This design comes from an exercise in tuning for small area and a short achievable clock period on the open sky130 flow, not from production work.
Only simulation tests tie the RTL to the original design; equivalence was not proved.
Power is estimated from default activity; no workload was simulated.

v51:
## rslt_writer
module rslt_writer #(
  parameter int DATA_WIDTH      = 16,
  parameter int COL_WIDTH       = 8,
  parameter int ROW_WIDTH       = 8,
  parameter int RSLT_ADDR_WIDTH = 12,
  parameter int POOL_BUF_DEPTH  = 128
) (
  input  logic                       clk,
  input  logic                       reset,
  input  logic                       start,
  input  logic                       pool_en,
  input  logic                       relu_en,
  input  logic [COL_WIDTH-1:0]       result_cols,
  input  logic [ROW_WIDTH-1:0]       result_rows,
  input  logic [RSLT_ADDR_WIDTH-1:0] base_addr,
  input  logic                       pix_valid,
  input  logic [DATA_WIDTH-1:0]      pix_data,
  output logic                       rslt_we,
  output logic [RSLT_ADDR_WIDTH-1:0] rslt_addr,
  output logic [DATA_WIDTH-1:0]      rslt_wdata,
  output logic                       busy,
  output logic                       done,
  output logic                       err_extra
);
export LEC_CHECK = 0
export CAP_MARGIN = 20
export CORE_MARGIN = 2
export CORE_UTILIZATION = 57
export SETUP_SLACK_MARGIN = 5
export SLEW_MARGIN = 20
export TNS_END_PERCENT = 100
create_clock -name core_clock -period 8.0 [get_ports {clk}]
standard.sh (not shown) runs the stock make flow with config.mk's settings and CLKGATE_MAP_FILE= SYNTH_SCRIPT=/design/flow/synth_recipe.tcl, a recipe that flattens the netlist after the stock synthesis.
==> flow/flow/run.sh <==
#!/bin/bash
export CTS_ARGS="-sink_clustering_enable -repair_clock_nets -sink_clustering_size 25 -sink_clustering_max_diameter 60 -dont_use_dummy_load"
export PRE_IO_PLACEMENT_TCL="$PWD/flow/io.tcl"
sed -e 's/SETUP_SLACK_MARGIN=[0-9.]*/SETUP_SLACK_MARGIN=5.3/' standard.sh > standard_m.sh
bash standard_m.sh > standard.log 2>&1
==> flow/flow/io.tcl <==
# Keep every port but the clock on one stretch of the left edge, so the
# pixel inputs, the control inputs and the registered outputs sit close
# together and the short input-to-register and register-to-output paths
# stay short.
set names {}
foreach bt [[ord::get_db_block] getBTerms] {
  set n [$bt getName]
  if {$n ne "clk"} { lappend names $n }
}
set_io_pin_constraint -pin_names $names -region left:100-250
In summary, v51 completed successfully, with a layout that passed the timing, DRC and antenna checks.
Input-level comparison between v34 and v51:
==> flow/flow/run.sh <==
#!/bin/bash
export CTS_ARGS="-sink_clustering_enable -repair_clock_nets -sink_clustering_size 25 -sink_clustering_max_diameter 60 -dont_use_dummy_load"
export PRE_IO_PLACEMENT_TCL="$PWD/flow/io.tcl"
sed -e 's/SETUP_SLACK_MARGIN=[0-9.]*/SETUP_SLACK_MARGIN=5.2/' standard.sh > standard_m.sh
bash standard_m.sh > standard.log 2>&1
Results
Final cell area excluding filler cells ends up higher on v51.
v34: PASS, flow complete, no timing, DRC or antenna violations
On routed wire length, v34 does better than v51.
There was hardly any difference in average routed wire per standard cell between v34 and v51.
Net total in the final layout was lower in the run labelled v34.
Comparing v34 and v51, the lower reported combinational group power is on v34.
v34 — share of cells above drive strength 1 1.3 points lower, v51 as reference
Per the comparison of v34 with v51, global-route usage over all layers ~0 delta; number of non-filler instances in the completed layout went down by 15; worst-case headroom to the max-slew limit lost 2.4 points.
Inputs modified between v34 and v6:
# v34
export LEC_CHECK = 0
export CAP_MARGIN = 20
export CORE_MARGIN = 2
export CORE_UTILIZATION = 57
export SETUP_SLACK_MARGIN = 5
export SLEW_MARGIN = 20
export TNS_END_PERCENT = 100
create_clock -name core_clock -period 8.0 [get_ports {clk}]
# v6
export LEC_CHECK = 0
export CAP_MARGIN = 20
export CORE_MARGIN = 2
export CORE_UTILIZATION = 60
export SETUP_SLACK_MARGIN = 5
export SLEW_MARGIN = 20
export TNS_END_PERCENT = 100
create_clock -name core_clock -period 8.0 [get_ports {clk}]
### Flow results
- Synthesis-to-layout area growth delta (v6 -> v34): insignificant
- For final area, v34 and v6 come out practically identical.
- v34 has a lower number of cells upsized or downsized after cts than v6.
- As far as boundary pin count goes, v6 and v34 are indistinguishable; the numbers are identical.
- met4 as the top layer used by detailed routing was reported by v34, and met5 by v6.
- v6 packs its core tighter than v34.
- Combinational power, v6 vs v34: down slightly

---

Another version of the RTL of rslt_writer (not shown whole).
For scale: ~2900 cells after synthesis, about 2100 flip-flops, ~82 I/O pins, ~0.069 mm2 of cells after synthesis.
clock: 8.0 ns
lec_check: 0
cap_margin: 20
core_margin: 2
core_utilization: 50
setup_slack_margin: 5
slew_margin: 20
tns_end_percent: 100
==> flow/flow/run.sh <==
#!/bin/bash
export CTS_ARGS="-sink_clustering_enable -repair_clock_nets -sink_clustering_size 25 -sink_clustering_max_diameter 60 -dont_use_dummy_load"
sed -e 's/SETUP_SLACK_MARGIN=[0-9.]*/SETUP_SLACK_MARGIN=5.8/' standard.sh > standard_m.sh
bash standard_m.sh > standard.log 2>&1
Next try:
==> flow/flow/run.sh (replaced) <==
#!/bin/bash
export CTS_ARGS="-sink_clustering_enable -repair_clock_nets -sink_clustering_size 30 -sink_clustering_max_diameter 80 -dont_use_dummy_load"
sed -e 's/SETUP_SLACK_MARGIN=[0-9.]*/SETUP_SLACK_MARGIN=5.8/' standard.sh > standard_m.sh
bash standard_m.sh > standard.log 2>&1
Effect: Flip-flop and latch count does not change. Cell count drops by 1.4%. Hold slack gets worse by 55 ps. Non-clock buffer count drops by 34. Area after synthesis does not change. First-iteration DRC count drops by 1.7%.
Next try:
==> flow/flow/run.sh (replaced) <==
#!/bin/bash
# Standard ORFS layout, with clock tree synthesis arguments overridden:
# larger sink clusters and no dummy loads.
export CTS_ARGS="-sink_clustering_enable -repair_clock_nets -sink_clustering_size 25 -sink_clustering_max_diameter 60 -dont_use_dummy_load"
bash standard.sh > standard.log 2>&1
TNS_END_PERCENT = 20   (was 100)
Effect: The new run finished clean; combinational power falls by about 27%; sequential power is about the same; sequential share of layout area rises by 1.6 points; hold slack gets better by 53 ps; clock skew falls by 23 ps; die area stays the same.
Next try:
==> flow/run.sh (new file) <==
#!/bin/bash
# synth_recipe.tcl (not shown) runs the flow's synth.tcl, then flattens the netlist and writes it again
# the make line also repeats each setting of config.mk as NAME=value (left out here)
make -C /OpenROAD-flow-scripts/flow DESIGN_CONFIG=/design/flow/config.mk WORK_HOME=/design/flow/orfs CLKGATE_MAP_FILE= SYNTH_SCRIPT=/design/flow/synth_recipe.tcl finish
removed: flow/flow/run.sh
removed: flow/standard.sh
After rerunning: Clock skew fell by 26 ps; routed wire length rose by 2.7%; fmax barely changes; sequential power is about the same.

---

Another version of the RTL of rslt_writer (not shown whole).
Size in the first run: ~2100 flip-flops.
Design rslt_writer, start of the top module:
module rslt_writer #(
  parameter int DATA_WIDTH      = 16,
  parameter int COL_WIDTH       = 8,
  parameter int ROW_WIDTH       = 8,
  parameter int RSLT_ADDR_WIDTH = 12,
  parameter int POOL_BUF_DEPTH  = 128
) (
  input  logic                       clk,
  input  logic                       reset,
  input  logic                       start,
  input  logic                       pool_en,
  input  logic                       relu_en,
  input  logic [COL_WIDTH-1:0]       result_cols,
  input  logic [ROW_WIDTH-1:0]       result_rows,
  input  logic [RSLT_ADDR_WIDTH-1:0] base_addr,
  input  logic                       pix_valid,
  input  logic [DATA_WIDTH-1:0]      pix_data,
  output logic                       rslt_we,
  output logic [RSLT_ADDR_WIDTH-1:0] rslt_addr,
  output logic [DATA_WIDTH-1:0]      rslt_wdata,
  output logic                       busy,
  output logic                       done,
  output logic                       err_extra
);
  localparam int DW = DATA_WIDTH;
  logic                       start_d;
  logic                       pool_q;
  logic                       relu_q;
  logic [COL_WIDTH-1:0]       cols_q;
  logic [COL_WIDTH-1:0]       col_left;    
  logic [ROW_WIDTH-1:0]       row_left;    
  logic                       rpar;        
  logic signed [DW-1:0]       h_q;         
  logic                       first;       
  ...
Settings: LEC_CHECK=0, CAP_MARGIN=20, CORE_MARGIN=2, CORE_UTILIZATION=50, SETUP_SLACK_MARGIN=5, SLEW_MARGIN=20, TNS_END_PERCENT=100; clock period 8.0 ns.
==> flow/flow/run.sh <==
#!/bin/bash
export CTS_ARGS="-sink_clustering_enable -repair_clock_nets -sink_clustering_size 25 -sink_clustering_max_diameter 60 -dont_use_dummy_load"
sed -e 's/SETUP_SLACK_MARGIN=[0-9.]*/SETUP_SLACK_MARGIN=5.4/' standard.sh > standard_m.sh
bash standard_m.sh > standard.log 2>&1
Rerun with:
==> flow/flow/run.sh (replaced) <==
#!/bin/bash
export CTS_ARGS="-sink_clustering_enable -repair_clock_nets -sink_clustering_size 25 -sink_clustering_max_diameter 60 -dont_use_dummy_load"
export PRE_IO_PLACEMENT_TCL="$PWD/flow/io.tcl"
sed -e 's/SETUP_SLACK_MARGIN=[0-9.]*/SETUP_SLACK_MARGIN=5.3 MATCH_CELL_FOOTPRINT=0/' standard.sh > standard_m.sh
bash standard_m.sh > standard.log 2>&1
==> flow/flow/io.tcl (new file) <==
# Keep every port but the clock on one stretch of the left edge, so the
# pixel inputs, the control inputs and the registered outputs sit close
# together and the short input-to-register and register-to-output paths
# stay short.
set names {}
foreach bt [[ord::get_db_block] getBTerms] {
  set n [$bt getName]
  if {$n ne "clk"} { lappend names $n }
}
set_io_pin_constraint -pin_names $names -region left:100-250
--- a/flow/config.mk
+++ b/flow/config.mk
@@ -8,5 +8,5 @@
 export CAP_MARGIN = 20
 export CORE_MARGIN = 2
-export CORE_UTILIZATION = 50
+export CORE_UTILIZATION = 57
 export SETUP_SLACK_MARGIN = 5
 export SLEW_MARGIN = 20
The changed run finished clean.
Clock power grows by 6.6%.
Sequential cell count is unchanged.
Synthesized area is unchanged.
Cell count goes down by 3.8%.
Routed wire length went down by 4.8%.
Die area came out lower by 12%.
Fmax climbs by 2.4%.
Worst setup slack improved by 70 ps.
Global-route usage increases by 1.5 points.
Final area came out lower by 0.48%.
Rerun with:
==> flow/flow/run.sh (replaced) <==
#!/bin/bash
export CTS_ARGS="-sink_clustering_enable -repair_clock_nets -sink_clustering_size 25 -sink_clustering_max_diameter 60 -dont_use_dummy_load"
sed -e 's/SETUP_SLACK_MARGIN=[0-9.]*/SETUP_SLACK_MARGIN=5.2 MATCH_CELL_FOOTPRINT=0/' standard.sh > standard_m.sh
bash standard_m.sh > standard.log 2>&1
--- a/flow/config.mk
+++ b/flow/config.mk
@@ -8,5 +8,5 @@
 export CAP_MARGIN = 20
 export CORE_MARGIN = 2
-export CORE_UTILIZATION = 57
+export CORE_UTILIZATION = 50
 export SETUP_SLACK_MARGIN = 5
 export SLEW_MARGIN = 20
removed: flow/flow/io.tcl
Result: Setup slack gets worse by 73 ps; wire length climbs by 3.7%; die area rose by 14%; clock skew hardly moves; combinational power went down by 4.3%; first-iteration DRC count goes up by 8.1%.

---

== main ==
Another version of the RTL of rslt_writer (not shown whole).
For scale: roughly 2900 cells after synthesis, roughly 82 I/O pins, ~69000 um2 of cells after synthesis.
make LEC_CHECK=0 CAP_MARGIN=20 CORE_MARGIN=2 CORE_UTILIZATION=35 CTS_CLUSTER_SIZE=30 SETUP_SLACK_MARGIN=5 SLEW_MARGIN=20 TNS_END_PERCENT=20 finish   # period 8.0 ns
run.sh (not shown) runs the stock make flow with config.mk's settings and CLKGATE_MAP_FILE= SYNTH_SCRIPT=/design/flow/synth_recipe.tcl, a recipe that flattens the netlist after the stock synthesis.
Stock flow here: none of the scripts above is used.
main: all stages complete, timing, DRC and antenna checks passed
Edits applied to the flow inputs when going from main to the feature branch:
# main
export LEC_CHECK = 0
export CAP_MARGIN = 20
export CORE_MARGIN = 2
export CORE_UTILIZATION = 35
export CTS_CLUSTER_SIZE = 30
export SETUP_SLACK_MARGIN = 5
export SLEW_MARGIN = 20
export TNS_END_PERCENT = 20
create_clock -name core_clock -period 8.0 [get_ports {clk}]
# the feature branch
export LEC_CHECK = 0
export CAP_MARGIN = 20
export CORE_MARGIN = 2
export CORE_UTILIZATION = 35
export CTS_CLUSTER_SIZE = 22
export SETUP_SLACK_MARGIN = 5
export SLEW_MARGIN = 20
export TNS_END_PERCENT = 20
create_clock -name core_clock -period 8.0 [get_ports {clk}]
## What came out
Comparing main against the feature branch, there is no change at all in leftover overflow at the end of global routing. Wire length came out exactly the same in main and the feature branch. Comparing the feature branch against main, there is no change at all in parity-gate share of the synthesized area counting xor and xnor cells.

---

run 1:
The RTL this note starts from:
==> flow/design.v <==
module rslt_writer #(
  parameter int DATA_WIDTH      = 16,
  parameter int COL_WIDTH       = 8,
  parameter int ROW_WIDTH       = 8,
  parameter int RSLT_ADDR_WIDTH = 12,
  parameter int POOL_BUF_DEPTH  = 128
) (
  input  logic                       clk,
  input  logic                       reset,
  input  logic                       start,
  input  logic                       pool_en,
  input  logic                       relu_en,
  input  logic [COL_WIDTH-1:0]       result_cols,
  input  logic [ROW_WIDTH-1:0]       result_rows,
  input  logic [RSLT_ADDR_WIDTH-1:0] base_addr,
  input  logic                       pix_valid,
  input  logic [DATA_WIDTH-1:0]      pix_data,
  output logic                       rslt_we,
  output logic [RSLT_ADDR_WIDTH-1:0] rslt_addr,
  output logic [DATA_WIDTH-1:0]      rslt_wdata,
  output logic                       busy,
  output logic                       done,
  output logic                       err_extra
);
  localparam int DW = DATA_WIDTH;
  logic                       start_d;
  logic                       pool_q;
  logic                       relu_q;
  logic [COL_WIDTH-1:0]       cols_q;
  logic [COL_WIDTH-1:0]       col_left;    
  logic [ROW_WIDTH-1:0]       row_left;    
  logic                       rpar;        
  logic signed [DW-1:0]       h_q;         
  logic                       first;       
  logic                       shift_q;
  logic                       idle;
  logic                       arm;
  logic                       run_acc;     
  logic                       lc, lr;      
  logic                       cpar;        
  logic                       wr_run;      
  logic                       a_lc, a_lr;  
  logic                       a_wr;        
  logic                       e_relu;
  logic [COL_WIDTH-1:0]       cl_dec;
  logic signed [DW-1:0]       x;
  logic signed [DW-1:0]       xr;
  logic signed [DW-1:0]       lb;
  logic signed [DW-1:0]       a;
  logic signed [DW-1:0]       pw;
  always_comb begin
    idle    = ~busy & ~done;
    arm     = idle & start & ~start_d;
    run_acc = busy & start & pix_valid;
    lc      = (col_left == '0);
    lr      = (row_left == '0);
    cpar    = cols_q[0] ^ col_left[0];
    cl_dec  = lc ? cols_q : col_left - 1'b1;
    wr_run  = run_acc & (~pool_q | (cpar & rpar));
    a_lc    = (result_cols == '0);
    a_lr    = (result_rows == '0);
    a_wr    = pix_valid & ~pool_en;
    e_relu  = arm ? relu_en : relu_q;
  end
  logic [6:0] g;    
  logic [64*DW-1:0] seg6;
  logic [32*DW-1:0] seg5;
  logic [16*DW-1:0] seg4;
  logic [8*DW-1:0]  seg3;
  logic [4*DW-1:0]  seg2;
  logic [2*DW-1:0]  seg1;
  logic [DW-1:0]    seg0;
  logic [DW-1:0]    in6, in5, in4, in3, in2, in1, in0, inf;
  always_comb begin
    in6 = h_q;
    in5 = g[6] ? seg6[64*DW-1 -: DW] : in6;
    in4 = g[5] ? seg5[32*DW-1 -: DW] : in5;
    in3 = g[4] ? seg4[16*DW-1 -: DW] : in4;
    in2 = g[3] ? seg3[8*DW-1  -: DW] : in3;
    in1 = g[2] ? seg2[4*DW-1  -: DW] : in2;
    in0 = g[1] ? seg1[2*DW-1  -: DW] : in1;
    inf = g[0] ? seg0                : in0;
  end
  always_ff @(posedge clk) begin
    if (shift_q) begin
      seg6 <= {seg6[63*DW-1:0], in6};
      seg5 <= {seg5[31*DW-1:0], in5};
      seg4 <= {seg4[15*DW-1:0], in4};
      seg3 <= {seg3[7*DW-1:0],  in3};
      seg2 <= {seg2[3*DW-1:0],  in2};
      seg1 <= {seg1[DW-1:0],    in1};
      seg0 <= in0;
      lb   <= inf;
    end
  end
  function automatic logic sgt(input logic [DW-1:0] a,
                               input logic [DW-1:0] b);
    logic [DW-1:0] ua, ub, gt, eq;
    integer w, i;
    begin
      ua = {~a[DW-1], a[DW-2:0]};
      ub = {~b[DW-1], b[DW-2:0]};
      gt = ua & ~ub;
      eq = ~(ua ^ ub);
      for (w = 1; w < DW; w = w * 2)
        for (i = 0; i + w < DW; i = i + 2 * w) begin
          gt[i] = gt[i + w] | (eq[i + w] & gt[i]);
          eq[i] = eq[i + w] & eq[i];
        end
      sgt = gt[0];
    end
  endfunction
  logic x_gt_lb, x_gt_h, lb_gt_h;
  always_comb begin
    x       = $signed(pix_data);
    xr      = (e_relu & x[DW-1]) ? '0 : x;
    x_gt_lb = sgt(x, lb);
    x_gt_h  = sgt(x, h_q);
    lb_gt_h = sgt(lb, h_q);
    a       = lb_gt_h ? lb : h_q;
    pw      = (x_gt_lb & x_gt_h) ? x : a;
  end
  always_ff @(posedge clk) begin
    if (arm) begin
      pool_q <= pool_en;
      relu_q <= relu_en;
      cols_q <= result_cols;
      g      <= 7'((result_cols - 1'b1) >> 1);
    end
    if (arm) begin
      col_left <= (pix_valid & ~a_lc) ? result_cols - 1'b1 : result_cols;
      row_left <= (pix_valid & a_lc) ? result_rows - 1'b1 : result_rows;
      rpar     <= pix_valid & a_lc;
    end else if (run_acc) begin
      col_left <= cl_dec;
      if (lc)
        row_left <= row_left - 1'b1;
      rpar     <= rpar ^ lc;
    end
    shift_q <= run_acc & pool_q & cpar;
    if (pix_valid)
      h_q <= (cpar & ~arm) ? (x_gt_h ? x : h_q) : xr;
    if (arm)
      first <= ~a_wr;
    else if (wr_run)
      first <= 1'b0;
  end
  always_ff @(posedge clk or negedge reset) begin
    if (!reset) begin
      start_d    <= 1'b0;
      rslt_we    <= 1'b0;
      rslt_addr  <= '0;
      rslt_wdata <= '0;
      busy       <= 1'b0;
      done       <= 1'b0;
      err_extra  <= 1'b0;
    end else begin
      start_d <= start;
      if (arm) begin
        busy       <= ~(pix_valid & a_lc & a_lr);
        done       <= pix_valid & a_lc & a_lr;
        err_extra  <= 1'b0;
        rslt_we    <= a_wr;
        rslt_addr  <= base_addr;
      end else begin
        busy       <= busy & start & ~(pix_valid & lc & lr);
        done       <= (run_acc & lc & lr) | (done & start);
        err_extra  <= err_extra | (pix_valid & ~busy);
        rslt_we    <= wr_run;
        if (wr_run)
          rslt_addr <= rslt_addr + {{(RSLT_ADDR_WIDTH-1){1'b0}}, ~first};
      end
      rslt_wdata <= (~arm & pool_q) ? pw : xr;
    end
  end
endmodule
clock: 8.0 ns
lec_check: 0
cap_margin: 20
core_margin: 2
core_utilization: 57
setup_slack_margin: 5
slew_margin: 20
tns_end_percent: 100
standard.sh (not shown) runs the stock make flow with config.mk's settings and CLKGATE_MAP_FILE= SYNTH_SCRIPT=/design/flow/synth_recipe.tcl, a recipe that flattens the netlist after the stock synthesis.
==> flow/flow/run.sh <==
#!/bin/bash
export CTS_ARGS="-sink_clustering_enable -repair_clock_nets -sink_clustering_size 25 -sink_clustering_max_diameter 60 -dont_use_dummy_load"
export PRE_IO_PLACEMENT_TCL="$PWD/flow/io.tcl"
sed -e 's/SETUP_SLACK_MARGIN=[0-9.]*/SETUP_SLACK_MARGIN=5.2/' standard.sh > standard_m.sh
bash standard_m.sh > standard.log 2>&1
==> flow/flow/io.tcl <==
# Keep every port but the clock on one stretch of the left edge, so the
# pixel inputs, the control inputs and the registered outputs sit close
# together and the short input-to-register and register-to-output paths
# stay short.
set names {}
foreach bt [[ord::get_db_block] getBTerms] {
  set n [$bt getName]
  if {$n ne "clk"} { lappend names $n }
}
set_io_pin_constraint -pin_names $names -region left:100-250
Setup changes, run 1 to run 2
==> flow/flow/run.sh <==
#!/bin/bash
export CTS_ARGS="-sink_clustering_enable -repair_clock_nets -sink_clustering_size 25 -sink_clustering_max_diameter 60 -dont_use_dummy_load"
export PRE_IO_PLACEMENT_TCL="$PWD/flow/io.tcl"
sed -e 's/SETUP_SLACK_MARGIN=[0-9.]*/SETUP_SLACK_MARGIN=5.2 MATCH_CELL_FOOTPRINT=0/' standard.sh > standard_m.sh
bash standard_m.sh > standard.log 2>&1
-- flow/flow/io.tcl --
<<< run 1, line 8
  if {$n ne "clk"} { lappend names $n }
}
set_io_pin_constraint -pin_names $names -region left:100-250
>>> run 2, line 8
  if {$n ne "clk"} { lappend names $n }
}
set_io_pin_constraint -pin_names $names -region left:130-220
==> summary.txt <==
- Stage in which a tool error killed run 2: I/O pin placement.
- As far as number of flops mapped to enable cells by yosys goes, run 1 and run 2 are indistinguishable; the numbers are identical.
- Reported for run 1 and run 2, area after synthesis turned out identical to the last digit.
- Re sequential element share of the synthesized area: no difference whatsoever between run 1 and run 2.
- From run 1 to run 2, total of flip-flops plus latches after synthesis did not move at all.
- Re number of nets in the synthesized netlist: no difference whatsoever between run 1 and run 2.
Changes in run 3 relative to run 2:
Settings: changing CORE_UTILIZATION from 57 to 60.
-- flow/flow/io.tcl --
<<< run 2, line 8
  if {$n ne "clk"} { lappend names $n }
}
set_io_pin_constraint -pin_names $names -region left:130-220
>>> run 3, line 8
  if {$n ne "clk"} { lappend names $n }
}
set_io_pin_constraint -pin_names $names -region left:100-250
## What came out
- Summary of run 3 and run 2: one run falls short of a clean finish, namely run 2.
- Going from run 2 to run 3, synthesized cell count closely matched the old numbers; count of flip-flops with a built-in enable after synthesis comparable.
- Run 3 against run 2: post-synthesis mux area share shows no meaningful change, y dimension of the die shows a reduction of 8.8 um, initial core utilization shows an increase of 2.9 points, synthesized netlist net count shows no meaningful change, xor and xnor area share after synthesis shows no meaningful change.
- The higher total number of placement rows of run 3 and run 2 is in run 2.
> inputs changed (run 3 -> run 4)
Settings: CORE_UTILIZATION changed from 60 to 50.
==> flow/flow/run.sh <==
#!/bin/bash
export CTS_ARGS="-sink_clustering_enable -repair_clock_nets -sink_clustering_size 25 -sink_clustering_max_diameter 60 -dont_use_dummy_load"
sed -e 's/SETUP_SLACK_MARGIN=[0-9.]*/SETUP_SLACK_MARGIN=5.2/' standard.sh > standard_m.sh
bash standard_m.sh > standard.log 2>&1
removed: flow/flow/io.tcl
Results
- Run 4 falls short of run 3 in timing-limited maximum frequency.
- rslt_wdata[14] as the launch point of the critical path was reported by run 4, and rslt_wdata[5] by run 3.
- Comparing run 3 and run 4, the lower initial cell density of the core is on run 4.
- Re wire length: run 3 and run 4 aren't equal, and the lower value belongs to run 3.
- The minimum hold slack number comes out lower for run 3 vs run 4.
- Compared with run 3, run 4 shows number of nets in the layout that has gone down slightly.
- On antenna diode count: between run 3 and run 4, it ends up lower for run 3.

port drivers added, routing unchanged:
No port has a modelled driver above. Below, the same layouts with a new extraction and two added sets of constraints. Step 1 sets driving cells, clkbuf_16 on the clock port and buf_2 on the other inputs (assumed; they add their load-dependent delay and slew). Step 2 times the ports against the registers' clock, not the clock port: input delays grow and output delays shrink by t, the midpoint of the rising clock arrivals with the driver on. Slacks: no drivers / after step 1 / after step 2; pairs: no drivers / after step 1.
| run | t (ns) | slack for setup (ns) | worst setup path after step 2 | worst slew at a driven data input, ns | pins driven straight from the clock port |
|---|---|---|---|---|---|
| v51 | 0.756 | 4.953 / 4.982 / 4.227 | input to register | 0.09 | 1 |
| v34 | 0.754 | 4.942 / 4.970 / 4.217 | input to register | 0.07 | 1 |
| v6 | 0.779 | 4.962 / 4.987 / 4.208 | input to register | 0.08 | 1 |
| the first run of note 2 | 0.785 | 5.071 / 5.005 / 4.347 | input to register | 0.17 | 1 |
| the second run of note 2 | 0.767 | 5.004 / 4.968 / 4.225 | input to register | 0.22 | 1 |
| the third run of note 2 | 0.789 | 4.912 / 4.842 / 4.152 | input to register | 0.15 | 1 |
| the fourth run of note 2 | 0.841 | 4.919 / 4.863 / 4.085 | input to register | 0.14 | 1 |
| the first run of note 3 | 0.781 | 5.010 / 4.934 / 4.414 | input to register | 0.26 | 1 |
| the second run of note 3 | 0.780 | 5.080 / 5.004 / 4.439 | input to register | 0.08 | 1 |
| the third run of note 3 | 0.778 | 5.006 / 4.931 / 4.343 | input to register | 0.25 | 1 |
| main | 0.866 | 4.903 / 4.822 / 4.052 | input to register | 0.25 | 1 |
| the feature branch | 0.866 | 4.903 / 4.822 / 4.052 | input to register | 0.25 | 1 |
| run 1 | 0.776 | 5.078 / 5.003 / 4.442 | input to register | 0.07 | 1 |
| run 3 | 0.770 | 5.100 / 5.029 / 4.420 | input to register | 0.08 | 1 |
| run 4 | 0.777 | 5.011 / 4.935 / 4.352 | input to register | 0.23 | 1 |
After both steps setup and hold are still met in every run listed.
